This is an optimization exercise on Yosys and OpenROAD, whose aim is small area, a short achievable clock period and few clock cycles, not a production implementation.
The RTL was checked by simulation tests, not by an equivalence proof against the original design.
Power is estimated from default activity; no workload was simulated.

$ cat flow/run.sh
#!/bin/bash
# synth_recipe.tcl (not shown) runs the flow's synth.tcl, then flattens the netlist and writes it again
# the make line also repeats each setting of config.mk as NAME=value (left out here)
make -C /OpenROAD-flow-scripts/flow DESIGN_CONFIG=/design/flow/config.mk WORK_HOME=/design/flow/orfs CLKGATE_MAP_FILE= SYNTH_SCRIPT=/design/flow/synth_recipe.tcl finish
$ cat flow/config.mk
export PLATFORM = sky130hd
export DESIGN_NAME = work_stealing_deque_top
export DESIGN_NICKNAME = work_stealing_deque_top
export VERILOG_FILES = /design/flow/design.v
export SDC_FILE = /design/flow/constraint.sdc
export NUM_CORES = 4
export LEC_CHECK = 0
export ABC_CLOCK_PERIOD_IN_PS = 2500
export CAP_MARGIN = 20
export CORE_MARGIN = 2
export CORE_UTILIZATION = 60
export SETUP_SLACK_MARGIN = 3.2
export SLEW_MARGIN = 20
export SYNTH_HIERARCHICAL = 1
$ cat flow/constraint.sdc
create_clock -name core_clock -period 5.5 [get_ports {i_clk}]
set_input_delay 1.1000 -clock core_clock [delete_from_list [all_inputs] [get_ports {i_clk}]]
set_output_delay 1.1000 -clock core_clock [all_outputs]
set_load 0.01 [all_outputs]
$ cat flow/design.v
module work_stealing_deque_top #(
    parameter int DEPTH  = 64,
    parameter int TASK_W = 32,    
    parameter int ACT_W  = 3      
) (
    input  logic                       i_clk,
    input  logic                       i_rst_n,
    input  logic                       i_valid,
    output logic                       o_ready,
    input  logic [ACT_W-1:0]  i_action,
    input  logic [TASK_W-1:0] i_task_req,
    output logic                       o_valid,
    input  logic                       i_ready,
    output logic                       o_ok,
    output logic [TASK_W-1:0] o_task_out,
    output logic [$clog2(DEPTH):0]     o_count,
    output logic                       o_is_empty,
    output logic                       o_is_full
);
    localparam logic [ACT_W-1:0] ACT_PUSH  = 3'd0;
    localparam logic [ACT_W-1:0] ACT_POP   = 3'd1;
    localparam logic [ACT_W-1:0] ACT_STEAL = 3'd2;
    localparam logic [ACT_W-1:0] ACT_PEEK  = 3'd3;
    localparam logic [ACT_W-1:0] ACT_CLEAR = 3'd4;
    localparam int AW = $clog2(DEPTH);
    localparam int PW = AW + 1;
    localparam int LW = 8;               
    localparam int HW = DEPTH / LW;      
    logic [TASK_W-1:0] r_mem [DEPTH];
    logic [HW-1:0] r_f_hi, r_b_hi;       
    logic [LW-1:0] r_f_lo, r_b_lo;
    logic [HW-1:0] w_w_hi;               
    logic [LW-1:0] w_w_lo;
    logic [PW-1:0] r_cnt;
    logic          r_empty, r_full;
    logic              r_ov;
    logic              r_o_ok;
    logic [TASK_W-1:0] r_o_task;
    logic [PW-1:0]     r_o_cnt;
    logic              r_o_empty, r_o_full;
    logic          w_acc;
    logic          w_push, w_pop, w_steal, w_peek, w_clear;
    logic          w_ok, w_rd_back, w_rd_front;
    logic [DEPTH-1:0]  w_sel;
    logic [TASK_W-1:0] w_task;
    logic [PW-1:0] w_cnt;
    assign o_ready = ~r_ov | i_ready;
    assign w_acc   = i_valid & o_ready;
    assign w_push  = (i_action == ACT_PUSH) & ~r_full;
    assign w_pop   = (i_action == ACT_POP) & ~r_empty;
    assign w_steal = (i_action == ACT_STEAL) & ~r_empty;
    assign w_peek  = (i_action == ACT_PEEK) & ~r_empty;
    assign w_clear = (i_action == ACT_CLEAR);
    assign w_ok       = w_push | w_pop | w_steal | w_peek | w_clear;
    assign w_rd_back  = w_pop;
    assign w_rd_front = w_steal | w_peek;
    logic [DEPTH*TASK_W-1:0] w_mem_flat;
    always_comb begin
        for (int i = 0; i < DEPTH; i++) begin
            w_sel[i] = (w_rd_back  & r_b_hi[i / LW] & r_b_lo[i % LW]) |
                       (w_rd_front & r_f_hi[i / LW] & r_f_lo[i % LW]);
            w_mem_flat[i*TASK_W +: TASK_W] = r_mem[i];
        end
    end
    wsd_read_mux #(.N(DEPTH), .W(TASK_W)) u_rd (
        .i_sel  (w_sel),
        .i_data (w_mem_flat),
        .o_data (w_task)
    );
    always_comb begin
        if (w_clear)                w_cnt = '0;
        else if (w_push)            w_cnt = r_cnt + PW'(1);
        else if (w_pop | w_steal)   w_cnt = r_cnt - PW'(1);
        else                        w_cnt = r_cnt;
    end
    assign w_w_lo = {r_b_lo[LW-2:0], r_b_lo[LW-1]};
    assign w_w_hi = r_b_lo[LW-1] ? {r_b_hi[HW-2:0], r_b_hi[HW-1]} : r_b_hi;
    always_ff @(posedge i_clk) begin
        for (int i = 0; i < DEPTH; i++) begin
            if (!r_full && w_w_hi[i / LW] && w_w_lo[i % LW]) begin
                r_mem[i] <= i_task_req;
            end
        end
    end
    always_ff @(posedge i_clk) begin
        if (!i_rst_n) begin
            r_f_hi  <= HW'(1);
            r_f_lo  <= LW'(1);
            r_b_hi  <= {1'b1, {(HW-1){1'b0}}};
            r_b_lo  <= {1'b1, {(LW-1){1'b0}}};
            r_cnt   <= '0;
            r_empty <= 1'b1;
            r_full  <= 1'b0;
        end else if (w_acc) begin
            if (w_clear) begin
                r_f_hi  <= HW'(1);
                r_f_lo  <= LW'(1);
                r_b_hi  <= {1'b1, {(HW-1){1'b0}}};
                r_b_lo  <= {1'b1, {(LW-1){1'b0}}};
            end else if (w_push) begin
                r_b_lo <= {r_b_lo[LW-2:0], r_b_lo[LW-1]};
                if (r_b_lo[LW-1]) r_b_hi <= {r_b_hi[HW-2:0], r_b_hi[HW-1]};
            end else if (w_pop) begin
                r_b_lo <= {r_b_lo[0], r_b_lo[LW-1:1]};
                if (r_b_lo[0]) r_b_hi <= {r_b_hi[0], r_b_hi[HW-1:1]};
            end else if (w_steal) begin
                r_f_lo <= {r_f_lo[LW-2:0], r_f_lo[LW-1]};
                if (r_f_lo[LW-1]) r_f_hi <= {r_f_hi[HW-2:0], r_f_hi[HW-1]};
            end
            r_cnt   <= w_cnt;
            r_empty <= (w_cnt == '0);
            r_full  <= (w_cnt == PW'(DEPTH));
        end
    end
    always_ff @(posedge i_clk) begin
        if (!i_rst_n) begin
            r_ov <= 1'b0;
        end else if (w_acc) begin
            r_ov <= 1'b1;
        end else if (i_ready) begin
            r_ov <= 1'b0;
        end
    end
    always_ff @(posedge i_clk) begin
        if (w_acc) begin
            r_o_ok    <= w_ok;
            r_o_task  <= w_task;
            r_o_cnt   <= w_cnt;
            r_o_empty <= (w_cnt == '0);
            r_o_full  <= (w_cnt == PW'(DEPTH));
        end
    end
    assign o_valid    = r_ov;
    assign o_ok       = r_o_ok;
    assign o_task_out = r_o_task;
    assign o_count    = r_o_cnt;
    assign o_is_empty = r_o_empty;
    assign o_is_full  = r_o_full;
endmodule
module wsd_read_mux #(
    parameter int N = 64,
    parameter int W = 32
) (
    input  logic [N-1:0]   i_sel,
    input  logic [N*W-1:0] i_data,
    output logic [W-1:0]   o_data
);
    always_comb begin
        o_data = '0;
        for (int i = 0; i < N; i++) begin
            o_data = o_data | ({W{i_sel[i]}} & i_data[i*W +: W]);
        end
    end
endmodule
==> out/results.ini, run 1 <==
[layout]
final_util_pct=73.0
drive_gt1_share_pct=29.8
fill_cells=7518
fin_area_um2=93200
areaGrowthSynthToFinish_pct=20.5
seqCellArea_um2=63600
fin_nets=4522
multi_input_area_um2=16600
final_cell_count_no_fill=6305

[clocking]
clkLatencyLatePin_ns=0.85
numCtsBuffers=201
cts_sinks=2132
cts_tree=built
clkTransAtPathRegs_ns=0.07
clockBufferDepth=3
htreeDepth=4
ctsHoldBuffers=0
root_buffer=clkbuf_16

[floorplanning]
io_pins=83
die_area_um2=132000
core_area_um2=128000
dieHeight_um=363
rows=131
die_w_um=363
start_util_pct=60.5

[placed_design]
place.gp.congestion=0.909
post_dp_cell_area_um2=82500
dpl.cell_count=5579
dp_hpwl_mm=128
io_buffers=82
place_ws_ns=0.108

[sta]
report.final.hold_viol_count=0
relSlewSlack_pct=22.5
setup_tns_ns=0
maxSlewViolCount=0
max_freq_mhz=289
min_period_ns=3.46
grt_setup_unrepaired=true
fin_ws_ns=2.04
fin_skew_ns=0.0244
worst_pin_slew_ns=1.16
fin_crit_sh_pct=62.8
setup_violations=0

[drt]
via_per_inst=7.41
drt_pass1_iterations=6
drc_errors=0
antenna_left=0
routed_wl_mm=263
first_iter_violations=7717
vias=46700
routedWlPerCell_um=41.8

[power_and_ir_drop]
p_comb_share_pct=2.1
seq_power_share_pct=56.8
switching_power_uw=6480
peakVddDrop_mv=0.314
p_leak_uw=0.0310
clock_power_share_pct=41.1
p_int_uw=25200
p_per_area_nw_per_um2=340
switching_share_pct=20.4

[setup_path]
slowest_stage=or4_4
cp-end-kind=flip-flop
path_max_fanout=16
crit_path_start_kind=flip-flop
worstSetupPathType=reg -> reg
critical_path_buf_inv_count=3
path_delay_family=simple AND/OR/NAND/NOR gates
max_stage_delay_ns=0.67
crit_arrival_ns=4.02
path_cells=buf_6 > a22o_4 > buf_8 > buf_4 > a22o_1 > a221oi_2 > nand4_1 > or4_4
crit_required_ns=6.06

[grt]
grt_use_total_pct=38.7
grt_pass1_wl_mm=347
grt_start_max_net_pins=65
antenna_found_initial=44
grt_overflow=0
grt_pass1_vias=43700

[job]
cap_viol_max_count=0

[worst_hold_path]
hold_path.class=reg -> reg

[yosys]
synth_fa_ha_area_share_pct=0.0324
syn-mean-instance-area_um2=19.6
netlist_area_um2=77300
ys_ff_latch=2132
synth.area.top_cells=edfxtp_1 (81%), a22o_1 (6.5%), a221oi_1 (5.8%)
ys_seq_area_share_pct=82.3
synth_cell_types=53
async_flop_share_pct=0
synthMuxAreaShare_pct=0.220
synthFlopType=edfxtp_1
synth_cells=3935
synth_top_area_share_pct=81.2
synth.most_common_cell=edfxtp_1
synth-simple-area-share_pct=2.83
synth_nets=3976
synthXorXnorAreaFrac_pct=0.0340
synth_top_family_by_area=compound AO/OA/AOI/OAI gates
synth_compound_area_share_pct=13.0
synth_warnings=9
synth_top_cell_by_area=edfxtp_1
synth_edf_count=2090
netlist_top_cells_count=edfxtp_1 (2090), a22o_1 (575), a221oi_1 (512)

[status]
status=finished clean

## power groups by stage
stage,logic [uW],clock network (uW),registers (uW)
final,664,13000,18000
after global routing,687,13700,18000
after global placement,560,0,18300
after floorplan,139,0,18300
after detailed placement,584,0,18300
after CTS,615,13100,18000
## sequential cells by signal (all words and copies together), names as in the netlist, 7 cells and up
signal,count
r_o_cnt,7
r_f_hi,8
r_f_lo,8
r_b_hi,8
r_cnt,7
r_mem,2048
r_b_lo,8
r_o_task,32
## kinds of logic (layout without fill, tap and decap cells)
logic type | Yosys count | after routing
DFF | 2132 | 2132
AOI/OAI and AO/OA | 1155 | 1192
and+or+nand+nor | 368 | 404
buffers and inverters | 258 | 881
muxes | 17 | 17
xor gates and xnor gates | 3 | 3
adders and majority gates | 2 | 2
other | 0 | 12
## layer usage
metal / vias to the layer above / routed length [um] / global-route usage (%)
met5: - / 192 / 0
met4: 30 / 14600 / 18.6
met3: 676 / 36300 / 11.0
met2: 3663 / 118000 / 57.7
met1: 23900 / 94000 / 53.3
li1: 18400 / - / -
## final cells by class
type,count,area share [%]
clock buffers,249,5.64
diodes,12,0.0322
flip-flops and latches,2132,68.3
multi-input cells,1618,17.8
well taps,1662,2.23
clock inverters,104,0.864
inverters,5,0.0484
repair buffers,523,5.04
## worst reg2reg max path: cells and delay by family (launching register included)
family	cells	cell delay [ns]
AO/OA/AOI/OAI	3	0.78
buffers and inverters	3	0.61
flip-flops	1	0.49
AND/OR/NAND/NOR	2	1.29
## per-stage QoR
stage | hold slack (ns) | power [uW]
global route | 0.547 | 32400
finish | 0.496 | 31700
floorplan | 0.452 | 18400
CTS | 0.498 | 31700
global placement | 0.466 | 18900
detailed placement | 0.492 | 18900
## worst paths after layout
path                                from                      to  slack, ns  depth (start not counted)
setup reg to reg  r_b_lo[6]$_SDFFE_PN0P_  r_o_task[12]$_DFFE_PP_       2.04                          8
hold reg to reg    r_cnt[6]$_SDFFE_PN0P_   r_cnt[6]$_SDFFE_PN0P_       0.50                          2
hold / removal     r_cnt[6]$_SDFFE_PN0P_   r_cnt[6]$_SDFFE_PN0P_       0.50                          2
setup / recovery  r_b_lo[6]$_SDFFE_PN0P_  r_o_task[12]$_DFFE_PP_       2.04                          8
## what timing repair did
action / CTS / global route
endpoints found under the setup margin: 2175 / 737
pin swaps: 107 / 94
resized for setup: 493 / 109
cloned: 58 / 16
buffers inserted: 161 / 126
## placed cells by master (no fill, tap or decap), types with 8 or more instances in the layout
| cell | synthesis | layout |
|---|---|---|
| a21boi_0 | 20 | 20 |
| a21oi_1 | 10 | 10 |
| a221oi_1 | 512 | 177 |
| a221oi_2 | 0 | 315 |
| a221oi_4 | 0 | 20 |
| a22o_1 | 575 | 515 |
| a22o_2 | 1 | 14 |
| a22o_4 | 0 | 84 |
| and2_2 | 0 | 9 |
| and2_4 | 0 | 92 |
| and3_4 | 0 | 12 |
| buf_12 | 0 | 46 |
| buf_2 | 37 | 58 |
| buf_4 | 0 | 341 |
| buf_6 | 35 | 67 |
| buf_8 | 0 | 8 |
| bufinv_16 | 0 | 9 |
| clkbuf_1 | 180 | 46 |
| clkbuf_16 | 0 | 203 |
| clkinv_1 | 1 | 59 |
| clkinv_2 | 0 | 21 |
| dfxtp_1 | 42 | 22 |
| dfxtp_2 | 0 | 13 |
| diode_2 | 0 | 12 |
| edfxtp_1 | 2090 | 2090 |
| mux2i_1 | 17 | 15 |
| nand2_1 | 42 | 41 |
| nand3_1 | 16 | 16 |
| nand4_1 | 131 | 131 |
| nor2_1 | 18 | 9 |
| nor2_4 | 0 | 11 |
| nor2b_1 | 18 | 17 |
| nor3_1 | 10 | 9 |
| or4_1 | 32 | 26 |
Testbench counts, summed over its fixed seeds: cycles 12,008.
==> inputs of run 2 (changes only) <==
--- a/flow/config.mk
+++ b/flow/config.mk
@@ -7,3 +7,2 @@
 export LEC_CHECK = 0
-export ABC_CLOCK_PERIOD_IN_PS = 2500
 export CAP_MARGIN = 20
@@ -11,2 +10,4 @@
 export CORE_UTILIZATION = 60
+export CTS_CLUSTER_DIAMETER = 80
+export CTS_CLUSTER_SIZE = 30
 export SETUP_SLACK_MARGIN = 3.2
==> out/results.ini, run 2 <==
[status]
status=finished clean

[power_and_ir_drop]
p_int_uw=21200  ; -16%
clock_power_share_pct=30.5  ; -11 points
switching_share_pct=20.8  ; +0.39 points
p_per_area_nw_per_um2=298  ; -13%
p_comb_share_pct=2.5  ; +0.4 points
seq_power_share_pct=67.0  ; +10 points
p_leak_uw=0.0294  ; -5.2%
switching_power_uw=5590  ; -14%
peakVddDrop_mv=0.378  ; +20%

[clocking]
ctsHoldBuffers=0  ; unchanged
htreeDepth=3  ; -1
cts_tree=built
root_buffer=clkbuf_16
clkTransAtPathRegs_ns=0.12  ; +0.05 ns
numCtsBuffers=88  ; -56%
cts_sinks=2132  ; unchanged
clockBufferDepth=3  ; unchanged
clkLatencyLatePin_ns=0.74  ; -0.11 ns

[yosys]
syn-mean-instance-area_um2=19.6  ; unchanged
synth_top_cell_by_area=edfxtp_1
synth_warnings=9  ; unchanged
ys_seq_area_share_pct=82.3  ; unchanged
netlist_area_um2=77300  ; unchanged
synth.most_common_cell=edfxtp_1
synthFlopType=edfxtp_1
ys_ff_latch=2132  ; unchanged
netlist_top_cells_count=edfxtp_1 (2090), a22o_1 (575), a221oi_1 (512)
synth_cell_types=53  ; unchanged
synth_edf_count=2090  ; unchanged
synth_cells=3935  ; unchanged
async_flop_share_pct=0  ; unchanged
synth_top_area_share_pct=81.2  ; unchanged
synth_nets=3976  ; unchanged
synth.area.top_cells=edfxtp_1 (81%), a22o_1 (6.5%), a221oi_1 (5.8%)

[grt]
met3_usage_pct=11.4  ; +0.42 points
grt_start_max_net_pins=65  ; unchanged
grt_pass1_vias=42700  ; -2.2%
grt_use_total_pct=38.6  ; -0.080 points
grt_pass1_wl_mm=346  ; -0.28%
antenna_found_initial=39  ; -11%
grt_overflow=0  ; unchanged
met2_usage_pct=57.7  ; unchanged
busiest_layer=met2
gr-usage-met1_pct=52.6  ; -0.68 points

[drt]
drc_errors=0  ; unchanged
routedWlPerCell_um=43.5  ; +4.2%
routed_wl_mm=265  ; +0.49%
drt_pass1_iterations=5  ; -1
first_iter_violations=8114  ; +5.1%
vias=46300  ; -0.87%
antenna_left=0  ; unchanged
via_per_inst=7.62  ; +2.7%

[layout]
fin_nets=4388  ; -3.0%
drive_gt1_share_pct=28.4  ; -1.5 points
top_register=r_mem
largest_reg_flops=2048  ; unchanged
final_cell_mix=edfxtp_1 (2090), a22o_1 (513), a221oi_2 (321), buf_4 (281), a221oi_1 (170)
final_cell_count_no_fill=6083  ; -3.5%
layout_commonest_cell=edfxtp_1
reg.largest.list=r_mem x2048, r_o_task x32
areaGrowthSynthToFinish_pct=16.6

[sta]
setup_tns_ns=0  ; unchanged
report.final.hold_viol_count=0  ; unchanged
relSlewSlack_pct=18.7  ; -3.7 points
worst_pin_slew_ns=1.22  ; +0.0558 ns
fin_skew_ns=0.0298  ; +0.00541 ns
setup_violations=0  ; unchanged
fin_crit_sh_pct=63.2  ; +0.35 points
max_freq_mhz=288  ; -0.56%
maxSlewViolCount=0  ; unchanged
grt_setup_unrepaired=true
fin_ws_ns=2.03  ; -0.0194 ns
min_period_ns=3.48  ; +0.0194 ns

[job]
cap_viol_max_count=0  ; unchanged

[placed_design]
io_buffers=82  ; unchanged
dpl.cell_count=5579  ; unchanged
place_ws_ns=0.108  ; unchanged
dp_hpwl_mm=128  ; unchanged
place.gp.congestion=0.909  ; unchanged

[setup_path]
path_max_fanout=20  ; +4
reg2reg_slack_ns=2.03  ; -0.02 ns
crit_path_start_kind=flip-flop
worstSetupPathType=reg -> reg
cp-end-kind=flip-flop
crit_arrival_ns=3.96  ; -0.06 ns
crit_required_ns=5.98  ; -0.08 ns

[floorplanning]
start_util_pct=60.5  ; unchanged
io_pins=83  ; unchanged
die_area_um2=132000  ; unchanged
rows=131  ; unchanged
dieHeight_um=363  ; unchanged
die_w_um=363  ; unchanged
core_area_um2=128000  ; unchanged

[worst_hold_path]
hold_path.class=reg -> reg

-- run 2: cell counts after synthesis --
No cell type changed its count.
-- run 2: cell type report --
cell class              count  area [um2]
diodes                     27        67.6
clock buffers             105        2370
clock inverters            32         333
fillers                  7828       37600
inverters                   5        45.0
multi-input cells        1632       16900
flip-flops and latches   2132       63600
well taps                1662        2080
repair buffers            488        4640
-- run 2: per-stage QoR --
step	power (uW)	hold slack (ns)	instance area, um2	util, %
after CTS	26800	0.505	88300	69.2
after detailed placement	18900	0.492	82500	64.6
final	26800	0.487	90100	70.6
after global routing	27400	0.528	90000	70.5
after global placement	18900	0.466	82400	64.5
after floorplan	18400	0.452	80000	-
-- run 2: critical path, cell delays in order, from the launching register on --
cell,delay [ns]
dfxtp_4,0.47
nor2_4,0.10
and3_4,0.22
buf_4,0.15
a22o_4,0.36
buf_12,0.21
a221oi_2,0.26
nand4_1,0.67
or4_1,0.73
-- run 2: layer usage --
layer / routed length [um] / part of all wire, % / vias to the layer above
met2: 119000 / 45 / 3670
met4: 14600 / 5.5 / 20
met3: 37000 / 14 / 707
met5: 114 / 0.043 / -
met1: 94000 / 36 / 23900
li1: - / - / 18100
-- run 2: power by group through the flow --
stage | clock network (uW) | logic [uW] | registers (uW)
finish | 8180 | 669 | 18000
global route | 8690 | 690 | 18000
CTS | 8170 | 615 | 18000
detailed placement | 0 | 584 | 18300
global placement | 0 | 560 | 18300
floorplan | 0 | 139 | 18300
-- run 2: logic make-up (layout without fill, tap and decap cells) --
family	Yosys count	after routing	synth area share [%]
adders and majority gates	2	2	0.0324
DFF	2132	2132	82.3
other	0	27	0
xor gates and xnor gates	3	3	0.0340
AOI/OAI and AO/OA	1155	1202	13.0
and+or+nand+nor	368	408	2.83
muxes	17	17	0.220
buffers and inverters	258	630	1.65
-- run 2: final timing paths --
check                        start               endpoint  cells past startpoint
max           r_empty$_SDFFE_PN1P_  r_o_task[2]$_DFFE_PP_                      8
min          r_cnt[6]$_SDFFE_PN0P_  r_cnt[6]$_SDFFE_PN0P_                      2
max reg2reg   r_empty$_SDFFE_PN1P_  r_o_task[2]$_DFFE_PP_                      8
min reg2reg  r_cnt[6]$_SDFFE_PN0P_  r_cnt[6]$_SDFFE_PN0P_                      2
-- run 2: repair_timing --
action	CTS	global route
gates cloned	63	25
endpoints found under the setup margin	2175	1011
setup buffers	164	88
pin swaps	122	123
resized for setup	507	130
==> inputs of run 3 (changes only) <==
--- a/flow/design.v
+++ b/flow/design.v
@@ -44,3 +44,3 @@
     logic [DEPTH-1:0]  w_sel;
-    logic [TASK_W-1:0] w_task;
+    logic [TASK_W-1:0] w_rd_data, w_task;
     logic [PW-1:0] w_cnt;
@@ -59,4 +59,4 @@
         for (int i = 0; i < DEPTH; i++) begin
-            w_sel[i] = (w_rd_back  & r_b_hi[i / LW] & r_b_lo[i % LW]) |
-                       (w_rd_front & r_f_hi[i / LW] & r_f_lo[i % LW]);
+            w_sel[i] = i_action[1] ? (r_f_hi[i / LW] & r_f_lo[i % LW])
+                                   : (r_b_hi[i / LW] & r_b_lo[i % LW]);
             w_mem_flat[i*TASK_W +: TASK_W] = r_mem[i];
@@ -67,4 +67,5 @@
         .i_data (w_mem_flat),
-        .o_data (w_task)
+        .o_data (w_rd_data)
     );
+    assign w_task = {TASK_W{w_rd_back | w_rd_front}} & w_rd_data;
     always_comb begin
@@ -147,8 +148,27 @@
 );
-    always_comb begin
-        o_data = '0;
-        for (int i = 0; i < N; i++) begin
-            o_data = o_data | ({W{i_sel[i]}} & i_data[i*W +: W]);
+    for (genvar b = 0; b < W; b++) begin : g_bit
+        logic [N/8-1:0] w_l2;    
+        logic [N/16-1:0] w_l3;   
+        for (genvar k = 0; k < N/8; k++) begin : g_l2
+            wsd_ao8 u (.i_s(i_sel[8*k +: 8]),
+                       .i_d({i_data[(8*k+7)*W + b], i_data[(8*k+6)*W + b],
+                             i_data[(8*k+5)*W + b], i_data[(8*k+4)*W + b],
+                             i_data[(8*k+3)*W + b], i_data[(8*k+2)*W + b],
+                             i_data[(8*k+1)*W + b], i_data[(8*k)*W + b]}),
+                       .y(w_l2[k]));
         end
+        for (genvar k = 0; k < N/16; k++) begin : g_l3
+            wsd_nor2 u (.a(w_l2[2*k]), .b(w_l2[2*k+1]), .y(w_l3[k]));
+        end
+        wsd_nand4 u_l4 (.a(w_l3[0]), .b(w_l3[1]), .c(w_l3[2]), .d(w_l3[3]), .y(o_data[b]));
     end
 endmodule
+module wsd_ao8 (input logic [7:0] i_s, input logic [7:0] i_d, output logic y);
+    assign y = |(i_s & i_d);
+endmodule
+module wsd_nand4 (input logic a, b, c, d, output logic y);
+    assign y = ~(a & b & c & d);
+endmodule
+module wsd_nor2 (input logic a, b, output logic y);
+    assign y = ~(a | b);
+endmodule
--- a/flow/config.mk
+++ b/flow/config.mk
@@ -9,5 +9,5 @@
 export CORE_MARGIN = 2
-export CORE_UTILIZATION = 60
+export CORE_UTILIZATION = 70
 export CTS_CLUSTER_DIAMETER = 80
-export CTS_CLUSTER_SIZE = 30
+export CTS_CLUSTER_SIZE = 24
 export SETUP_SLACK_MARGIN = 3.2
==> out/results.ini, run 3 <==
[status]
status=finished clean

[power_and_ir_drop]
peakVddDrop_mv=0.331  ; -12%
p_per_area_nw_per_um2=300  ; +0.73%
p_leak_uw=0.0279  ; -5.1%

[floorplanning]
die_w_um=335  ; -7.7%
rows=121  ; -7.6%
start_util_pct=70.5  ; +10 points
die_area_um2=112000  ; -15%
core_area_um2=109000  ; -15%
dieHeight_um=335  ; -7.7%
io_pins=83  ; unchanged

[sta]
fin_ws_ns=2.63  ; +0.602 ns
setup_violations=0  ; unchanged
setup_tns_ns=0  ; unchanged
grt_setup_unrepaired=true
max_freq_mhz=348  ; +21%
maxSlewViolCount=0  ; unchanged
whs_ns=0.477  ; -0.0100 ns
relSlewSlack_pct=32.7  ; +14 points
fin_crit_sh_pct=52.2  ; -11 points
report.final.hold_viol_count=0  ; unchanged
fin_skew_ns=0.0429  ; +0.0131 ns
worst_pin_slew_ns=1.01  ; -0.210 ns
min_period_ns=2.87  ; -0.602 ns

[clocking]
cts_sinks=2132  ; unchanged
numCtsBuffers=98  ; +11%
root_buffer=clkbuf_16
clockBufferDepth=3  ; unchanged
cts_tree=built
ctsHoldBuffers=0  ; unchanged
clkLatencyLatePin_ns=0.75  ; about the same
clkTransAtPathRegs_ns=0.11  ; about the same
htreeDepth=3  ; unchanged

[layout]
largest_reg_flops=2048  ; unchanged
fin_nets=4779  ; +8.9%
reg.largest.list=r_mem x2048, r_o_task x32
areaGrowthSynthToFinish_pct=18.0
fill_cells=4930  ; -37%
fin_area_um2=90600  ; +0.52%
top_register=r_mem
final_cell_mix=edfxtp_1 (2090), a22oi_1 (859), nand4_1 (292), buf_4 (238), a22oi_2 (173)
drive_gt1_share_pct=24.9  ; -3.4 points
layout_commonest_cell=edfxtp_1

[placed_design]
place.gp.congestion=0.901  ; -0.81%
dp_hpwl_mm=123  ; -4.1%
place_ws_ns=0.623  ; +0.515 ns
post_dp_cell_area_um2=80900  ; -2.0%
io_buffers=82  ; unchanged

[setup_path]
crit_path_start_kind=flip-flop
worstSetupPathType=reg -> reg
rr_worst_depth=10  ; +2
path_max_fanout=16  ; -20%
worstReg2RegStart=r_b_lo[6]$_SDFFE_PN0P_
cp-end-kind=flip-flop
rr_endpoint=r_o_task[22]$_DFFE_PP_
crit_required_ns=6.01  ; +0.03 ns
reg2reg_slack_ns=2.63  ; +0.60 ns
crit_arrival_ns=3.38  ; -0.58 ns

[grt]
grt_overflow=0  ; unchanged
antenna_found_initial=18  ; -54%
grt_start_max_net_pins=65  ; unchanged
grt_pass1_vias=44900  ; +5.0%
grt_use_total_pct=44.1  ; +5.5 points
grt_pass1_wl_mm=341  ; -1.5%

[yosys]
synth_top_area_share_pct=81.8  ; +0.59 points
netlist_top_cells_count=edfxtp_1 (2090), a22oi_1 (1031), nand4_1 (292)
netlist_area_um2=76700  ; -0.73%
synth_nets=4201  ; +5.7%
synth_warnings=8  ; -1
synth_edf_count=2090  ; unchanged
syn-mean-instance-area_um2=18.4  ; -6.1%
ys_ff_latch=2132  ; unchanged
synth_top_cell_by_area=edfxtp_1
synth.most_common_cell=edfxtp_1
synth_cells=4160  ; +5.7%
synth_cell_types=48  ; -9.4%
synthFlopType=edfxtp_1
async_flop_share_pct=0  ; unchanged
ys_seq_area_share_pct=82.9  ; +0.60 points
synth.area.top_cells=edfxtp_1 (82%), a22oi_1 (10%), nand4_1 (2.4%)

[worst_hold_path]
whs_path_depth=2  ; unchanged
min_from=r_cnt[6]$_SDFFE_PN0P_
hold_path.class=reg -> reg
min_to=r_cnt[6]$_SDFFE_PN0P_

[drt]
vias=49300  ; +6.3%
via_per_inst=7.94  ; +4.2%
antenna_left=0  ; unchanged
first_iter_violations=9108  ; +12%
routed_wl_mm=256  ; -3.4%
routedWlPerCell_um=41.2  ; -5.3%
drc_errors=0  ; unchanged
drt_pass1_iterations=9  ; +4

[job]
cap_viol_max_count=0  ; unchanged

## run 3: cell count changes after synthesis, sizes merged, moves of 59 or more
cell    before   now
a22oi        7  1032
a22o       576     0
a221oi     512     1
nand4      131   292
nor2        19   147
clkbuf     180    64
o21ai       10    76
buf         73    13
nand3       17    76
## run 3: what timing repair did
item / in CTS / in global routing
gates resized for setup: 850 / 193
pin swaps: 233 / 226
hold endpoints to repair: 0 / 0
cloned: 57 / 18
endpoints found under the setup margin: 2163 / 874
buffers inserted: 208 / 64
## run 3: critical path, stage by stage (launching register included)
cell and delay (ns):
dfxtp_2 0.44, buf_6 0.24, nand2_1 0.13, o21ai_4 0.19, buf_12 0.20, buf_4 0.13
a22oi_2 0.14, nand4_1 0.40, nor2_4 0.45, nand4_1 0.14, and2_1 0.17
## run 3: metrics by stage
step / utilization [%] / total power [uW] / instances
after floorplan: - / 18500 / 4160
after global placement: 74.2 / 19000 / 5701
after detailed placement: 74.3 / 19100 / 5705
after CTS: 81.7 / 26900 / 6113
after global routing: 83.2 / 27600 / 6195
final: 83.2 / 27200 / 6204
## run 3: modules after synthesis, one instance, submodules excluded, a selection
module | cells | copies in the design | cell area [um2]
work_stealing_deque_top | 2720 | 1 | 66800
wsd_ao8 | 5 | 256 | 36.3
wsd_nand4 | 1 | 32 | 6.26
wsd_nor2 | 1 | 128 | 3.75
## run 3: worst max path at each step
stage                     cells after the start                      to  slack [ns]                    from
final                                        10  r_o_task[22]$_DFFE_PP_        2.63  r_b_lo[6]$_SDFFE_PN0P_
after global routing                          1          o_task_out[29]        2.72  r_o_task[29]$_DFFE_PP_
after CTS                                     1          o_task_out[29]        2.68  r_o_task[29]$_DFFE_PP_
after detailed placement                      9   r_o_task[6]$_DFFE_PP_        0.62             i_action[1]
after global placement                        9   r_o_task[6]$_DFFE_PP_        0.61             i_action[1]
after floorplan                              11   r_o_task[0]$_DFFE_PP_        2.70             i_action[1]
## run 3: cell families (layout without fill, tap and decap cells)
group                    Yosys count  count (layout)  share of synthesized area [%]
adder cells (fa/ha/maj)            2               2                         0.0326
flip-flops                      2132            2132                           82.9
AND/OR/NAND/NOR                  762             775                           5.30
XOR/XNOR                           4               4                         0.0554
multiplexers                      16              16                          0.209
AO/OA/AOI/OAI                   1162            1186                           11.1
other                              0               9                              0
buffers and inverters             82             666                          0.422
## run 3: cell type report
cell class	instances	area, um2	area share [%]
Timing Repair Buffer	518	5990	6.61
Clock inverter	2	46.3	0.0511
Tap cell	1414	1770	1.95
Inverter	5	23.8	0.0262
Multi-Input combinational cell	1983	16300	18.0
Clock buffer	141	2700	2.98
Sequential cell	2132	63700	70.3
Antenna cell	9	22.5	0.0249
## run 3: metal layers
| metal | GRT usage [%] | vias up | part of all wire (%) | wire, um |
|---|---|---|---|---|
| met5 | 0 | - | 0.069 | 176 |
| met4 | 24.7 | 18 | 7.7 | 19600 |
| met3 | 14.4 | 1061 | 16 | 42100 |
| met2 | 65.4 | 4821 | 44 | 113000 |
| met1 | 58.6 | 24600 | 32 | 81000 |
| li1 | - | 18800 | - | - |
## run 3: report_power, final
| group | switching, uW | internal (uW) | total (uW) | leakage, uW |
|---|---|---|---|---|
| registers | 64.1 | 17900 | 17900 | 0.0192 |
| clock network | 4800 | 3470 | 8270 | 0.00132 |
| logic | 733 | 235 | 968 | 0.00733 |
Testbench counts of run 3, summed over its fixed seeds: cycles 12,008.
==> inputs of run 4 (changes only) <==
--- a/flow/config.mk
+++ b/flow/config.mk
@@ -15 +15,2 @@
 export SYNTH_HIERARCHICAL = 1
+export TNS_END_PERCENT = 5
==> out/results.ini, run 4 <==
[setup_path]
worstSetupPathType=reg -> out
critical_path_buf_inv_count=1  ; -2
path_max_fanout=1  ; -15
path_delay_family=flip-flops
crit_path_start_kind=flip-flop
crit_required_ns=4.40  ; -1.61 ns
slowest_stage=edfxtp_1
startpoint=r_o_task[14]$_DFFE_PP_
cp-end-kind=output pin
crit_arrival_ns=1.74  ; -1.64 ns
max_stage_delay_ns=0.75  ; +0.30 ns
path_cells=buf_2
worstReg2RegStart=r_f_hi[4]$_SDFFE_PN0P_

[layout]
fin_nets=4726  ; -1.1%
seqCellArea_um2=63700  ; about the same
top_register=r_mem
final_cell_count_no_fill=6136  ; -1.1%
reg.largest.list=r_mem x2048, r_o_task x32
drive_gt1_share_pct=21.8  ; -3.1 points
largest_reg_flops=2048  ; unchanged
fill_cells=5220  ; +5.9%
final_cell_mix=edfxtp_1 (2090), a22oi_1 (942), nand4_1 (292), buf_4 (208), clkbuf_16 (106)
multi_input_area_um2=15700  ; -4.0%
layout_commonest_cell=edfxtp_1
areaGrowthSynthToFinish_pct=16.2

[clocking]
clockBufferDepth=3  ; unchanged
numCtsBuffers=98  ; unchanged
clkTransAtPathRegs_ns=0.10  ; about the same
cts_tree=built
htreeDepth=3  ; unchanged
cts_sinks=2132  ; unchanged
clkLatencyLatePin_ns=0.77  ; +0.02 ns
root_buffer=clkbuf_16

[yosys]
async_flop_share_pct=0  ; unchanged
synth_edf_count=2090  ; unchanged
synth_warnings=8  ; unchanged
synth_cell_types=48  ; unchanged
ys_ff_latch=2132  ; unchanged
ys_seq_area_share_pct=82.9  ; unchanged
synthFlopType=edfxtp_1
synth_top_cell_by_area=edfxtp_1
synth.most_common_cell=edfxtp_1
synth_nets=4201  ; unchanged
netlist_area_um2=76700  ; unchanged
netlist_top_cells_count=edfxtp_1 (2090), a22oi_1 (1031), nand4_1 (292)
synth_top_area_share_pct=81.8  ; unchanged
synth_cells=4160  ; unchanged
synth.area.top_cells=edfxtp_1 (82%), a22oi_1 (10%), nand4_1 (2.4%)
syn-mean-instance-area_um2=18.4  ; unchanged

[drt]
vias=47700  ; -3.1%
routed_wl_mm=244  ; -4.8%
antenna_left=0  ; unchanged
via_per_inst=7.78  ; -2.0%
routedWlPerCell_um=39.7  ; -3.7%
first_iter_violations=8953  ; -1.7%
drc_errors=0  ; unchanged
drt_pass1_iterations=9  ; unchanged

[power_and_ir_drop]
p_per_area_nw_per_um2=303  ; +0.93%
clock_power_share_pct=30.0  ; -0.4 points
peakVddDrop_mv=0.263  ; -20%
switching_power_uw=5580  ; -0.36%
p_comb_share_pct=3.6  ; about the same
p_int_uw=21400  ; -0.71%
switching_share_pct=20.6  ; +0.057 points
p_leak_uw=0.0274  ; -1.8%
seq_power_share_pct=66.4  ; +0.4 points

[grt]
grt_pass1_vias=44400  ; -1.0%
antenna_found_initial=17  ; -1
grt_pass1_wl_mm=336  ; -1.4%
grt_start_max_net_pins=65  ; unchanged
grt_use_total_pct=43.4  ; -0.70 points
grt_overflow=0  ; unchanged

[floorplanning]
io_pins=83  ; unchanged
dieHeight_um=335  ; unchanged
rows=121  ; unchanged
core_area_um2=109000  ; unchanged
die_area_um2=112000  ; unchanged
start_util_pct=70.5  ; unchanged
die_w_um=335  ; unchanged

[worst_hold_path]
min_from=r_cnt[6]$_SDFFE_PN0P_
hold_path.class=reg -> reg

[placed_design]
io_buffers=82  ; unchanged
place.gp.congestion=0.902  ; +0.11%
dp_hpwl_mm=122  ; -0.56%
dpl.cell_count=5706  ; +0.018%
place_ws_ns=0.771  ; +0.148 ns

[sta]
min_period_ns=2.84  ; -0.0308 ns
max_freq_mhz=352  ; +1.1%
fin_skew_ns=0.0362  ; -0.00667 ns
relSlewSlack_pct=21.5  ; -11 points
grt_setup_unrepaired=true
fin_crit_sh_pct=51.7  ; -0.56 points
worst_pin_slew_ns=1.18  ; +0.169 ns
fin_ws_ns=2.66  ; +0.0308 ns
setup_violations=0  ; unchanged
maxSlewViolCount=0  ; unchanged
report.final.hold_viol_count=0  ; unchanged
setup_tns_ns=0  ; unchanged

[status]
status=finished clean

[job]
cap_viol_max_count=0  ; unchanged

-- run 4: worst reg2reg max path, stage by stage, from the launching register on --
cell and delay [ns]:
dfxtp_1 0.55, nand3_2 0.23, o21ai_4 0.19, buf_6 0.20
a22oi_2 0.22, nand4_1 0.27, nor2_4 0.41, nand4_1 0.25
and2_1 0.21
-- run 4: path summary, 6_finish.rpt --
kind | cells past startpoint | end | slack (ns)
max | 1 | o_task_out[14] | 2.66
min reg2reg | 2 | r_cnt[6]$_SDFFE_PN0P_ | 0.49
min | 2 | r_cnt[6]$_SDFFE_PN0P_ | 0.49
max reg2reg | 8 | r_o_task[1]$_DFFE_PP_ | 2.73
-- run 4: through the flow --
stage | hold slack (ns) | util [%] | area, um2 | total power (uW)
floorplan | 0.443 | - | 77600 | 18500
global placement | 0.455 | 74.2 | 80700 | 19000
detailed placement | 0.471 | 74.2 | 80700 | 19100
CTS | 0.485 | 81.8 | 89100 | 26800
global route | 0.520 | 81.9 | 89200 | 27400
finish | 0.486 | 81.9 | 89200 | 27000
-- run 4: per-layer routing --
metal	wire, um	global-route usage (%)
met1	80700	59.7
met2	109000	64.1
met3	38600	13.7
met4	15400	21.4
met5	164	0
-- run 4: repair_timing --
item / in CTS / in global routing
setup endpoints to repair: 2178 / 2095
hold endpoints to repair: 0 / 0
pin swaps: 213 / 6
setup buffers: 224 / 0
resized for setup: 812 / 10
cloned: 63 / 6
hold buffers: 0 / 0
-- run 4: power by group through the flow --
stage	Combinational [uW]	Clock [uW]	Sequential [uW]
after floorplan	221	0	18300
after global placement	750	0	18300
after detailed placement	768	0	18300
after CTS	907	8010	17900
after global routing	967	8510	17900
final	960	8110	17900
-- run 4: logic make-up (layout without fill, tap and decap cells) --
| group | Yosys count | in the layout | share of synthesized area, % |
|---|---|---|---|
| AND/OR/NAND/NOR | 762 | 768 | 5.30 |
| buffers and inverters | 82 | 608 | 0.422 |
| AO/OA/AOI/OAI | 1162 | 1189 | 11.1 |
| multiplexers | 16 | 16 | 0.209 |
| adder cells (fa/ha/maj) | 2 | 2 | 0.0326 |
| other | 0 | 3 | 0 |
| flip-flops | 2132 | 2132 | 82.9 |
| XOR/XNOR | 4 | 4 | 0.0554 |
-- run 4: layout make-up --
cell class / count / share of cell area [%]
Antenna cell: 3 / 0.00842
Inverter: 5 / 0.0267
Tap cell: 1414 / 1.98
Multi-Input combinational cell: 1979 / 17.6
Clock buffer: 127 / 2.90
Sequential cell: 2132 / 71.4
Clock inverter: 7 / 0.0814
Timing Repair Buffer: 469 / 6.03
-- run 4: Yosys stat by module, one instance, submodules excluded, a selection --
| module | area [um2] | times used | flip-flops and latches | cells |
|---|---|---|---|---|
| wsd_nand4 | 6.26 | 32 | 0 | 1 |
| work_stealing_deque_top | 66800 | 1 | 2132 | 2720 |
| wsd_nor2 | 3.75 | 128 | 0 | 1 |
| wsd_ao8 | 36.3 | 256 | 0 | 5 |
==> inputs of run 5 (changes only) <==
--- a/flow/config.mk
+++ b/flow/config.mk
@@ -9,5 +9,5 @@
 export CORE_MARGIN = 2
-export CORE_UTILIZATION = 70
-export CTS_CLUSTER_DIAMETER = 80
-export CTS_CLUSTER_SIZE = 24
+export CORE_UTILIZATION = 76
+export CTS_CLUSTER_DIAMETER = 60
+export CTS_CLUSTER_SIZE = 20
 export SETUP_SLACK_MARGIN = 3.2
==> out/results.ini, run 5 <==
[power_and_ir_drop]
switching_share_pct=20.8  ; +0.17 points
peakVddDrop_mv=0.388  ; +47%
p_int_uw=23100  ; +7.8%
switching_power_uw=6070  ; +8.9%
seq_power_share_pct=61.6  ; -4.8 points
p_comb_share_pct=3.2  ; -0.4 points
p_leak_uw=0.0274  ; +0.25%
p_per_area_nw_per_um2=329  ; +8.5%
clock_power_share_pct=35.2  ; +5.2 points

[sta]
min_period_ns=3.00  ; +0.158 ns
setup_tns_ns=0  ; unchanged
report.final.hold_viol_count=0  ; unchanged
worst_pin_slew_ns=1.09  ; -0.0874 ns
whs_ns=0.477  ; -0.00899 ns
fin_crit_sh_pct=54.5  ; +2.9 points
grt_setup_unrepaired=true
fin_skew_ns=0.0410  ; +0.00478 ns
max_freq_mhz=333  ; -5.3%
maxSlewViolCount=0  ; unchanged
relSlewSlack_pct=27.3  ; +5.8 points
setup_violations=0  ; unchanged

[grt]
antenna_found_initial=21  ; +4
grt_overflow=0  ; unchanged
grt_start_max_net_pins=65  ; unchanged
grt_use_total_pct=48.4  ; +5.0 points
grt_pass1_vias=46100  ; +3.9%
grt_pass1_wl_mm=342  ; +1.8%

[yosys]
ys_ff_latch=2132  ; unchanged
synth.most_common_cell=edfxtp_1
synth_warnings=8  ; unchanged
synth_nets=4201  ; unchanged
syn-mean-instance-area_um2=18.4  ; unchanged
netlist_area_um2=76700  ; unchanged
netlist_top_cells_count=edfxtp_1 (2090), a22oi_1 (1031), nand4_1 (292)
synth_top_cell_by_area=edfxtp_1
synth_edf_count=2090  ; unchanged
synth_top_area_share_pct=81.8  ; unchanged
synth.area.top_cells=edfxtp_1 (82%), a22oi_1 (10%), nand4_1 (2.4%)
async_flop_share_pct=0  ; unchanged
synth_cell_types=48  ; unchanged
synth_cells=4160  ; unchanged
ys_seq_area_share_pct=82.9  ; unchanged
synthFlopType=edfxtp_1

[layout]
fill_cells=3678  ; -30%
top_register=r_mem
largest_reg_flops=2048  ; unchanged
drive_gt1_share_pct=20.0  ; -1.9 points
reg.largest.list=r_mem x2048, r_o_task x32
seqCellArea_um2=63600  ; about the same
final_util_pct=88.6  ; +6.7 points
layout_commonest_cell=edfxtp_1
multi_input_area_um2=15400  ; -1.9%
final_cell_mix=edfxtp_1 (2090), a22oi_1 (986), nand4_1 (292), buf_4 (219), clkbuf_16 (143)
fin_nets=4692  ; -0.72%
areaGrowthSynthToFinish_pct=15.6

[floorplanning]
io_pins=83  ; unchanged
die_area_um2=104000  ; -7.8%
core_area_um2=100000  ; -8.0%
rows=116  ; -4.1%
start_util_pct=76.6  ; +6.1 points
die_w_um=322  ; -4.0%
dieHeight_um=322  ; -4.0%

[clocking]
clkLatencyLatePin_ns=0.82  ; +0.05 ns
cts_tree=built
htreeDepth=4  ; +1
cts_sinks=2132  ; unchanged
clkTransAtPathRegs_ns=0.07  ; -0.03 ns
root_buffer=clkbuf_16
clockBufferDepth=3  ; unchanged
numCtsBuffers=136  ; +39%

[setup_path]
crit_required_ns=6.06  ; +1.66 ns
cp-end-kind=flip-flop
path_max_fanout=14  ; +13
crit_arrival_ns=3.56  ; +1.82 ns
worstSetupPathType=in -> reg
crit_path_start_kind=primary input

[worst_hold_path]
hold_path.class=reg -> reg

[placed_design]
io_buffers=82  ; unchanged
place.gp.congestion=0.964  ; +6.9%
dp_hpwl_mm=122  ; -0.54%

[drt]
routedWlPerCell_um=41.9  ; +5.5%
vias=50000  ; +4.8%
drc_errors=0  ; unchanged
via_per_inst=8.28  ; +6.5%
routed_wl_mm=253  ; +3.8%
drt_pass1_iterations=7  ; -2
first_iter_violations=10900  ; +21%
antenna_left=0  ; unchanged

[job]
cap_viol_max_count=0  ; unchanged

[status]
status=finished clean

## run 5: worst max-delay path, stage by stage
cell and delay, ns:
buf_16 0.14, buf_12 0.14, buf_16 0.14, nand3_2 0.10, o21ai_4 0.16, buf_8 0.20, a22oi_1 0.22, nand4_1 0.37
nor2_4 0.54, nand4_1 0.22, and2_1 0.19
## run 5: per-stage QoR
step	cells	cell area, um2	power, uW	worst slack, ns
3_3_place_gp	5575	80500	19000	0.727
6_report	6038	88700	29200	2.50
2_1_floorplan	4160	77600	18500	2.69
4_1_cts	5990	88300	28800	2.70
3_5_place_dp	5575	80500	19100	0.603
5_1_grt	6023	88700	29500	2.61
## run 5: worst paths after layout
check / slack, ns / depth (start not counted) / start / end
worst max-delay path: 2.50 / 11 / i_action[1] / r_o_task[19]$_DFFE_PP_
worst min register to register: 0.48 / 2 / r_cnt[6]$_SDFFE_PN0P_ / r_cnt[6]$_SDFFE_PN0P_
worst min-delay path: 0.48 / 2 / r_cnt[6]$_SDFFE_PN0P_ / r_cnt[6]$_SDFFE_PN0P_
worst max register to register: 2.55 / 9 / r_b_lo[0]$_SDFFE_PN0P_ / r_o_task[19]$_DFFE_PP_
## run 5: per-module statistics from Yosys, one instance, submodules excluded, excerpt
module / times used / cells inside / cell area [um2] / flip-flops and latches
wsd_nor2: 128 / 1 / 3.75 / 0
wsd_nand4: 32 / 1 / 6.26 / 0
work_stealing_deque_top: 1 / 2720 / 66800 / 2132
wsd_ao8: 256 / 5 / 36.3 / 0
## run 5: power groups by stage
stage / logic (uW) / clock network [uW] / registers, uW
6_report: 928 / 10300 / 18000
5_1_grt: 918 / 10700 / 18000
4_1_cts: 843 / 10100 / 17900
3_5_place_dp: 750 / 0 / 18300
3_3_place_gp: 727 / 0 / 18300
2_1_floorplan: 221 / 0 / 18300
## run 5: logic make-up after synthesis
group | after synthesis | synth area share [%]
flops | 2132 | 82.9
compound gates | 1162 | 11.1
simple gates | 762 | 5.30
buf+inv | 82 | 0.422
mux | 16 | 0.209
xor+xnor | 4 | 0.0554
fa+ha+maj | 2 | 0.0326
## run 5: repair_timing
item	in CTS	in global routing
hold buffers	0	0
pin swaps	146	17
setup buffers	154	27
cloned	49	6
resized for setup	502	35
setup endpoints to repair	2184	1870
## run 5: layer usage
metal	vias to the layer above	track usage (%)	part of all wire, %	wire length [um]
met5	-	0	0.059	148
met4	18	29.1	8.3	21100
met3	1251	20.3	18	46800
met2	5694	69.8	43	109000
met1	24400	62.2	30	75400
li1	18700	-	-	-
## run 5: final cells by class
class                           count  area share (%)
Tap cell                         1298            1.83
Antenna cell                       15          0.0423
Clock inverter                     52           0.537
Sequential cell                  2132            71.7
Multi-Input combinational cell   1988            17.3
Clock buffer                      160            4.08
Timing Repair Buffer              388            4.46
Inverter                            5          0.0226
==> inputs of run 6 (changes only) <==
--- a/flow/config.mk
+++ b/flow/config.mk
@@ -9,3 +9,3 @@
 export CORE_MARGIN = 2
-export CORE_UTILIZATION = 76
+export CORE_UTILIZATION = 70
 export CTS_CLUSTER_DIAMETER = 60
==> out/results.ini, run 6 <==
[status]
status=finished clean

[grt]
grt_overflow=0  ; unchanged
grt_pass1_wl_mm=345  ; +0.83%
grt_use_total_pct=44.7  ; -3.7 points
antenna_found_initial=22  ; +4.8%
grt_pass1_vias=46000  ; -0.34%
grt_start_max_net_pins=65  ; unchanged

[layout]
final_cell_mix=edfxtp_1 (2090), a22oi_1 (916), nand4_1 (292), buf_4 (213), clkbuf_16 (152)
final_cell_count_no_fill=6251  ; +3.5%
final_util_pct=83.9  ; -4.7 points
fin_nets=4786  ; +2.0%
top_register=r_mem
drive_gt1_share_pct=24.3  ; +4.4 points
largest_reg_flops=2048  ; unchanged
areaGrowthSynthToFinish_pct=19.0
reg.largest.list=r_mem x2048, r_o_task x32
layout_commonest_cell=edfxtp_1

[drt]
antenna_left=0  ; unchanged
topRoutingLayerUsed=met5
wl_met3_mm=40.3  ; -14%
drt_pass1_iterations=8  ; +1
routed_wl_mm=249  ; -1.4%
first_iter_violations=8164  ; -25%
vias=48600  ; -2.9%
wl_met2_mm=111  ; +1.4%
routedWlPerCell_um=39.9  ; -4.7%
drt-met1-wl_mm=81.4  ; +7.9%
drc_errors=0  ; unchanged
via_per_inst=7.77  ; -6.2%

[setup_path]
crit_path_start_kind=flip-flop
path_max_fanout=1  ; -13
rr_worst_depth=4  ; -5
max_stage_delay_ns=0.73  ; +0.19 ns
slowest_stage=edfxtp_1
crit_arrival_ns=1.79  ; -1.77 ns
path_cells=buf_2
crit_required_ns=4.40  ; -1.66 ns
worstReg2RegStart=r_b_lo[7]$_SDFFE_PN1P_
path_delay_family=flip-flops
worstSetupPathType=reg -> out
critical_path_buf_inv_count=1  ; -3
rr_endpoint=r_mem[61][25]$_DFFE_PP_
reg2reg_slack_ns=2.79  ; +0.24 ns
cp-end-kind=output pin

[power_and_ir_drop]
switching_power_uw=6140  ; +1.2%
clock_power_share_pct=36.1  ; +0.9 points
p_comb_share_pct=3.3  ; about the same
peakVddDrop_mv=0.327  ; -16%
seq_power_share_pct=60.7  ; -0.9 points
p_int_uw=23400  ; +1.4%
switching_share_pct=20.8  ; -0.040 points
p_per_area_nw_per_um2=324  ; -1.5%
p_leak_uw=0.0283  ; +3.2%

[yosys]
synth.most_common_cell=edfxtp_1
synth_cell_types=48  ; unchanged
synth_edf_count=2090  ; unchanged
synth_nets=4201  ; unchanged
synth_top_cell_by_area=edfxtp_1
netlist_top_cells_count=edfxtp_1 (2090), a22oi_1 (1031), nand4_1 (292)
syn-mean-instance-area_um2=18.4  ; unchanged
async_flop_share_pct=0  ; unchanged
synth.area.top_cells=edfxtp_1 (82%), a22oi_1 (10%), nand4_1 (2.4%)
synth_warnings=8  ; unchanged
synth_top_area_share_pct=81.8  ; unchanged
ys_seq_area_share_pct=82.9  ; unchanged
synth_cells=4160  ; unchanged
netlist_area_um2=76700  ; unchanged
ys_ff_latch=2132  ; unchanged
synthFlopType=edfxtp_1

[clocking]
numCtsBuffers=139  ; +2.2%
clockBufferDepth=3  ; unchanged
htreeDepth=4  ; unchanged
ctsHoldBuffers=0  ; unchanged
clkLatencyLatePin_ns=0.81  ; about the same
root_buffer=clkbuf_16
cts_sinks=2132  ; unchanged
clkTransAtPathRegs_ns=0.08  ; about the same
cts_tree=built

[floorplanning]
dieHeight_um=335  ; +4.1%
die_area_um2=112000  ; +8.5%
start_util_pct=70.5  ; -6.1 points
core_area_um2=109000  ; +8.7%
die_w_um=335  ; +4.1%
io_pins=83  ; unchanged
rows=121  ; +4.3%

[worst_hold_path]
hold_path.class=reg -> reg
whs_path_depth=2  ; unchanged
min_from=r_cnt[6]$_SDFFE_PN0P_
min_to=r_cnt[6]$_SDFFE_PN0P_

[job]
cap_viol_max_count=0  ; unchanged

[sta]
report.final.hold_viol_count=0  ; unchanged
fin_ws_ns=2.61  ; +0.110 ns
max_freq_mhz=346  ; +3.8%
relSlewSlack_pct=25.7  ; -1.6 points
grt_setup_unrepaired=true
min_period_ns=2.89  ; -0.110 ns
worst_pin_slew_ns=1.11  ; +0.0234 ns
setup_tns_ns=0  ; unchanged
maxSlewViolCount=0  ; unchanged
fin_skew_ns=0.0378  ; -0.00326 ns
fin_crit_sh_pct=52.5  ; -2.0 points
setup_violations=0  ; unchanged

[placed_design]
place.gp.congestion=0.902  ; -6.4%
io_buffers=82  ; unchanged
place_ws_ns=0.771  ; +0.168 ns
dpl.cell_count=5706  ; +2.3%
dp_hpwl_mm=122  ; +0.55%

-- run 6: logic make-up (layout without fill, tap and decap cells) --
logic type      after synthesis  in the layout  synth area share [%]
flops                      2132           2132                  82.9
compound gates             1162           1188                  11.1
simple gates                762            768                  5.30
buf+inv                      82            714                 0.422
mux                          16             16                 0.209
xor+xnor                      4              4                0.0554
fa+ha+maj                     2              2                0.0326
other cells                   0             13                     0
-- run 6: power by group through the flow --
| stage | sequential (uW) | clock (uW) | combinational, uW |
|---|---|---|---|
| after floorplan | 18300 | 0 | 221 |
| after global placement | 18300 | 0 | 750 |
| after detailed placement | 18300 | 0 | 768 |
| after CTS | 17900 | 10500 | 903 |
| after global routing | 17900 | 11100 | 968 |
| final | 17900 | 10700 | 962 |
-- run 6: stage by stage --
step / hold slack, ns / total power (uW) / cell area (um2)
3_3_place_gp: 0.455 / 19000 / 80700
2_1_floorplan: 0.443 / 18500 / 77600
3_5_place_dp: 0.471 / 19100 / 80700
5_1_grt: 0.518 / 30000 / 91300
6_report: 0.484 / 29600 / 91300
4_1_cts: 0.483 / 29400 / 91200
-- run 6: final cells by class --
type,count,area (um2)
antenna,13,32.5
clock buffer,158,3690
clock inverter,62,653
fill,4901,17500
inverter,5,23.8
multi-input combinational,1978,15900
sequential,2132,63700
tap,1414,1770
timing repair buffer,489,5610
-- run 6: how the worst max path moves through the flow --
| stage | start | end | slack [ns] | depth (start not counted) |
|---|---|---|---|---|
| finish | r_o_task[14]$_DFFE_PP_ | o_task_out[14] | 2.61 | 1 |
| floorplan | i_action[1] | r_o_task[0]$_DFFE_PP_ | 2.69 | 11 |
| global route | r_o_task[14]$_DFFE_PP_ | o_task_out[14] | 2.67 | 1 |
| global placement | i_action[1] | r_o_task[1]$_DFFE_PP_ | 0.82 | 9 |
| detailed placement | i_action[1] | r_o_task[1]$_DFFE_PP_ | 0.77 | 9 |
| CTS | r_o_task[14]$_DFFE_PP_ | o_task_out[14] | 2.68 | 1 |
-- run 6: repair_timing --
action                      CTS  global route
pin swaps                   269             5
gates resized for setup     883            13
cloned                       66             5
setup endpoints to repair  2186          2102
setup buffers               241             0
-- run 6: tightest hold or removal path, cell delays in order (launching register included) --
cell,delay [ns]
dfxtp_1,0.32
nand2_1,0.06
a21boi_1,0.06
-- run 6: modules after synthesis, one instance, submodules excluded, a selection --
module / area, um2 / cells inside
wsd_nor2: 3.75 / 1
work_stealing_deque_top: 66800 / 2720
wsd_nand4: 6.26 / 1
wsd_ao8: 36.3 / 5
-- run 6: per-layer routing --
metal  track usage (%)  vias up
li1                  -    18900
met3              16.1      878
met5             0.478        -
met1              59.5    24300
met4              23.9       28
met2              65.4     4478
==> inputs of run 7 (changes only) <==
--- a/flow/config.mk
+++ b/flow/config.mk
@@ -12,3 +12,3 @@
 export CTS_CLUSTER_SIZE = 20
-export SETUP_SLACK_MARGIN = 3.2
+export SETUP_SLACK_MARGIN = 3.6
 export SLEW_MARGIN = 20
==> out/results.ini, run 7 <==
[layout]
top_register=r_mem
fill_cells=4604  ; -6.1%
reg.largest.list=r_mem x2048, r_o_task x32
largest_reg_flops=2048  ; unchanged
final_cell_mix=edfxtp_1 (2090), a22oi_1 (915), nand4_1 (292), buf_4 (262), clkbuf_16 (146)
fin_area_um2=92600  ; +1.4%
layout_commonest_cell=edfxtp_1
final_util_pct=85.0  ; +1.1 points
areaGrowthSynthToFinish_pct=20.6
fin_nets=4858  ; +1.5%
drive_gt1_share_pct=25.6  ; +1.3 points

[floorplanning]
core_area_um2=109000  ; unchanged
dieHeight_um=335  ; unchanged
io_pins=83  ; unchanged
die_w_um=335  ; unchanged
rows=121  ; unchanged
die_area_um2=112000  ; unchanged
start_util_pct=70.5  ; unchanged

[placed_design]
post_dp_cell_area_um2=80900  ; +0.16%
place_ws_ns=0.783  ; +0.0116 ns
dp_hpwl_mm=122  ; about the same
io_buffers=82  ; unchanged
place.gp.congestion=0.867  ; -3.9%

[status]
status=finished clean

[setup_path]
worstReg2RegStart=r_b_hi[3]$_SDFFE_PN0P_
path_depth=1  ; unchanged
slowest_stage=edfxtp_1
crit_path_start_kind=flip-flop
path_delay_family=flip-flops
max_stage_delay_ns=0.71  ; -0.02 ns
path_max_fanout=1  ; unchanged
rr_worst_depth=3  ; -1
crit_arrival_ns=1.68  ; -0.11 ns
critical_path_buf_inv_count=1  ; unchanged
reg2reg_slack_ns=2.82  ; +0.03 ns
crit_required_ns=4.40  ; about the same
worstSetupPathType=reg -> out
cp-end-kind=output pin
path_cells=buf_6
rr_endpoint=r_mem[36][26]$_DFFE_PP_

[grt]
grt_use_total_pct=45.9  ; +1.3 points
met3_usage_pct=16.4  ; +0.30 points
busiest_layer=met2
gr-usage-met1_pct=60.1  ; +0.52 points
grt_pass1_vias=46900  ; +2.0%
grt_start_max_net_pins=65  ; unchanged
grt_overflow=0  ; unchanged
antenna_found_initial=27  ; +23%
met2_usage_pct=66.5  ; +1.0 points
grt_pass1_wl_mm=353  ; +2.4%

[power_and_ir_drop]
clock_power_share_pct=36.2  ; about the same
switching_share_pct=21.3  ; +0.54 points
power_uw=29700  ; +0.55%
p_int_uw=23400  ; -0.14%
p_per_area_nw_per_um2=321  ; -0.80%
p_comb_share_pct=3.5  ; +0.2 points
p_leak_uw=0.0289  ; +2.2%
peakVddDrop_mv=0.380  ; +16%
switching_power_uw=6340  ; +3.2%
seq_power_share_pct=60.3  ; -0.4 points

[yosys]
async_flop_share_pct=0  ; unchanged
synth_top_cell_by_area=edfxtp_1
synth_cells=4160  ; unchanged
synthFlopType=edfxtp_1
ys_seq_area_share_pct=82.9  ; unchanged
synth_warnings=8  ; unchanged
synth_nets=4201  ; unchanged
netlist_area_um2=76700  ; unchanged
synth.area.top_cells=edfxtp_1 (82%), a22oi_1 (10%), nand4_1 (2.4%)
synth_edf_count=2090  ; unchanged
synth_top_area_share_pct=81.8  ; unchanged
syn-mean-instance-area_um2=18.4  ; unchanged
ys_ff_latch=2132  ; unchanged
synth_cell_types=48  ; unchanged
netlist_top_cells_count=edfxtp_1 (2090), a22oi_1 (1031), nand4_1 (292)
synth.most_common_cell=edfxtp_1

[sta]
max_freq_mhz=360  ; +3.9%
worst_pin_slew_ns=1.13  ; +0.0135 ns
report.final.hold_viol_count=0  ; unchanged
fin_crit_sh_pct=50.6  ; -2.0 points
fin_skew_ns=0.0358  ; -0.00197 ns
fin_ws_ns=2.72  ; +0.108 ns
setup_tns_ns=0  ; unchanged
relSlewSlack_pct=24.8  ; -0.90 points
maxSlewViolCount=0  ; unchanged
min_period_ns=2.78  ; -0.108 ns
grt_setup_unrepaired=true
setup_violations=0  ; unchanged

[job]
cap_viol_max_count=0  ; unchanged

[worst_hold_path]
hold_path.class=reg -> reg
whs_path_depth=2  ; unchanged
min_to=r_full$_SDFFE_PN0P_
min_from=r_full$_SDFFE_PN0P_

[drt]
routed_wl_mm=260  ; +4.2%
routedWlPerCell_um=41.0  ; +2.9%
vias=49800  ; +2.6%
first_iter_violations=9907  ; +21%
antenna_left=0  ; unchanged
via_per_inst=7.87  ; +1.3%
drc_errors=0  ; unchanged
drt_pass1_iterations=10  ; +2

[clocking]
htreeDepth=4  ; unchanged
clockBufferDepth=3  ; unchanged
numCtsBuffers=138  ; -0.72%
clkTransAtPathRegs_ns=0.08  ; about the same
clkLatencyLatePin_ns=0.80  ; about the same
cts_sinks=2132  ; unchanged
cts_tree=built
root_buffer=clkbuf_16

[run 7: cell counts after synthesis]
No cell type changed its count.
[run 7: cell type report]
cell class	count	area (um2)	area share, %
sequential	2132	63700	68.8
multi-input combinational	1993	16400	17.7
timing repair buffer	547	6310	6.82
clock buffer	161	3730	4.03
tap	1414	1770	1.91
clock inverter	64	631	0.681
antenna	14	35.0	0.0378
inverter	5	31.3	0.0338
[run 7: layer usage]
metal / vias up / routed length [um]
met1: 24600 / 80800
met2: 5011 / 114000
li1: 19100 / -
met4: 32 / 20600
met3: 1104 / 44100
met5: - / 293
[run 7: per-stage QoR]
| step | hold slack [ns] | std cells |
|---|---|---|
| final | 0.465 | 6330 |
| after floorplan | 0.443 | 4160 |
| after global routing | 0.492 | 6317 |
| after CTS | 0.466 | 6293 |
| after detailed placement | 0.454 | 5714 |
| after global placement | 0.452 | 5714 |
[run 7: worst max path at each step]
stage                           start                      to
4_1_cts        r_o_task[13]$_DFFE_PP_          o_task_out[13]
5_1_grt        r_o_task[13]$_DFFE_PP_          o_task_out[13]
6_report       r_o_task[13]$_DFFE_PP_          o_task_out[13]
3_5_place_dp              i_action[1]  r_o_task[20]$_DFFE_PP_
2_1_floorplan             i_action[1]   r_o_task[0]$_DFFE_PP_
3_3_place_gp              i_action[1]  r_o_task[20]$_DFFE_PP_
[run 7: kinds of logic (layout without fill, tap and decap cells)]
logic type               Yosys count  after routing  share of synthesized area (%)
flip-flops                      2132           2132                           82.9
AO/OA/AOI/OAI                   1162           1195                           11.1
AND/OR/NAND/NOR                  762            776                           5.30
buffers and inverters             82            777                          0.422
multiplexers                      16             16                          0.209
XOR/XNOR                           4              4                         0.0554
adder cells (fa/ha/maj)            2              2                         0.0326
other                              0             14                              0
[run 7: what timing repair did]
item                                    4_1_cts  5_1_grt
pin swaps                                   289       10
endpoints found under the hold margin         0        0
endpoints found under the setup margin     2216     2106
gates resized for setup                     857       23
buffers inserted                            285       14
hold buffers                                  0        0
gates cloned                                 69        9
[run 7: per-module statistics from Yosys, one instance, submodules excluded, a selection]
| module | cells | times used | flops+latches | area [um2] |
|---|---|---|---|---|
| work_stealing_deque_top | 2720 | 1 | 2132 | 66800 |
| wsd_ao8 | 5 | 256 | 0 | 36.3 |
| wsd_nand4 | 1 | 32 | 0 | 6.26 |
| wsd_nor2 | 1 | 128 | 0 | 3.75 |
[run 7: power by group through the flow]
stage | registers (uW) | clock network, uW | logic, uW
2_1_floorplan | 18300 | 0 | 232
6_report | 17900 | 10800 | 1040
3_3_place_gp | 18300 | 0 | 761
3_5_place_dp | 18300 | 0 | 780
4_1_cts | 17900 | 10600 | 967
5_1_grt | 17900 | 11200 | 1040

==> separate check: timing with driven ports <==
The flow's constraints put no driver on any port. The routed layouts listed below were extracted and timed again, unchanged, in two steps. Step 1 assumes that a clkbuf_16 drives the clock port and a buf_2 every other input. Step 2 times the ports against the registers' clock, not the clock port: input delays grow and output delays shrink by t, the midpoint of the rising clock arrivals with the driver on. a / b / c = ideal ports / drivers / drivers and shift; a / b = the first two.
| run | shift t [ns] | setup WS [ns] | worst hold slack (ns) | worst setup path after step 2 | cell pins on the clock port's net |
|---|---|---|---|---|---|
| run 1 | 0.913 | 2.044 / 2.044 / 1.224 | 0.496 / 0.496 / 0.496 | input to register | 1 |
| run 2 | 0.810 | 2.025 / 2.025 / 1.233 | 0.487 / 0.487 / 0.487 | input to register | 1 |
| run 3 | 0.814 | 2.627 / 2.176 / 1.363 | 0.477 / 0.477 / 0.477 | input to register | 1 |
| run 4 | 0.826 | 2.658 / 2.392 / 1.566 | 0.486 / 0.486 / 0.486 | input to register | 1 |
| run 5 | 0.873 | 2.500 / 2.162 / 1.289 | 0.477 / 0.477 / 0.477 | input to register | 1 |
| run 6 | 0.861 | 2.610 / 2.370 / 1.508 | 0.484 / 0.484 / 0.484 | input to register | 1 |
| run 7 | 0.868 | 2.718 / 2.007 / 1.139 | 0.465 / 0.465 / 0.465 | input to register | 1 |
After both steps every run listed still meets setup and hold. The setup slack of run 7, which loses most, moves by -0.711 ns with the drivers and by -1.579 ns with both steps.
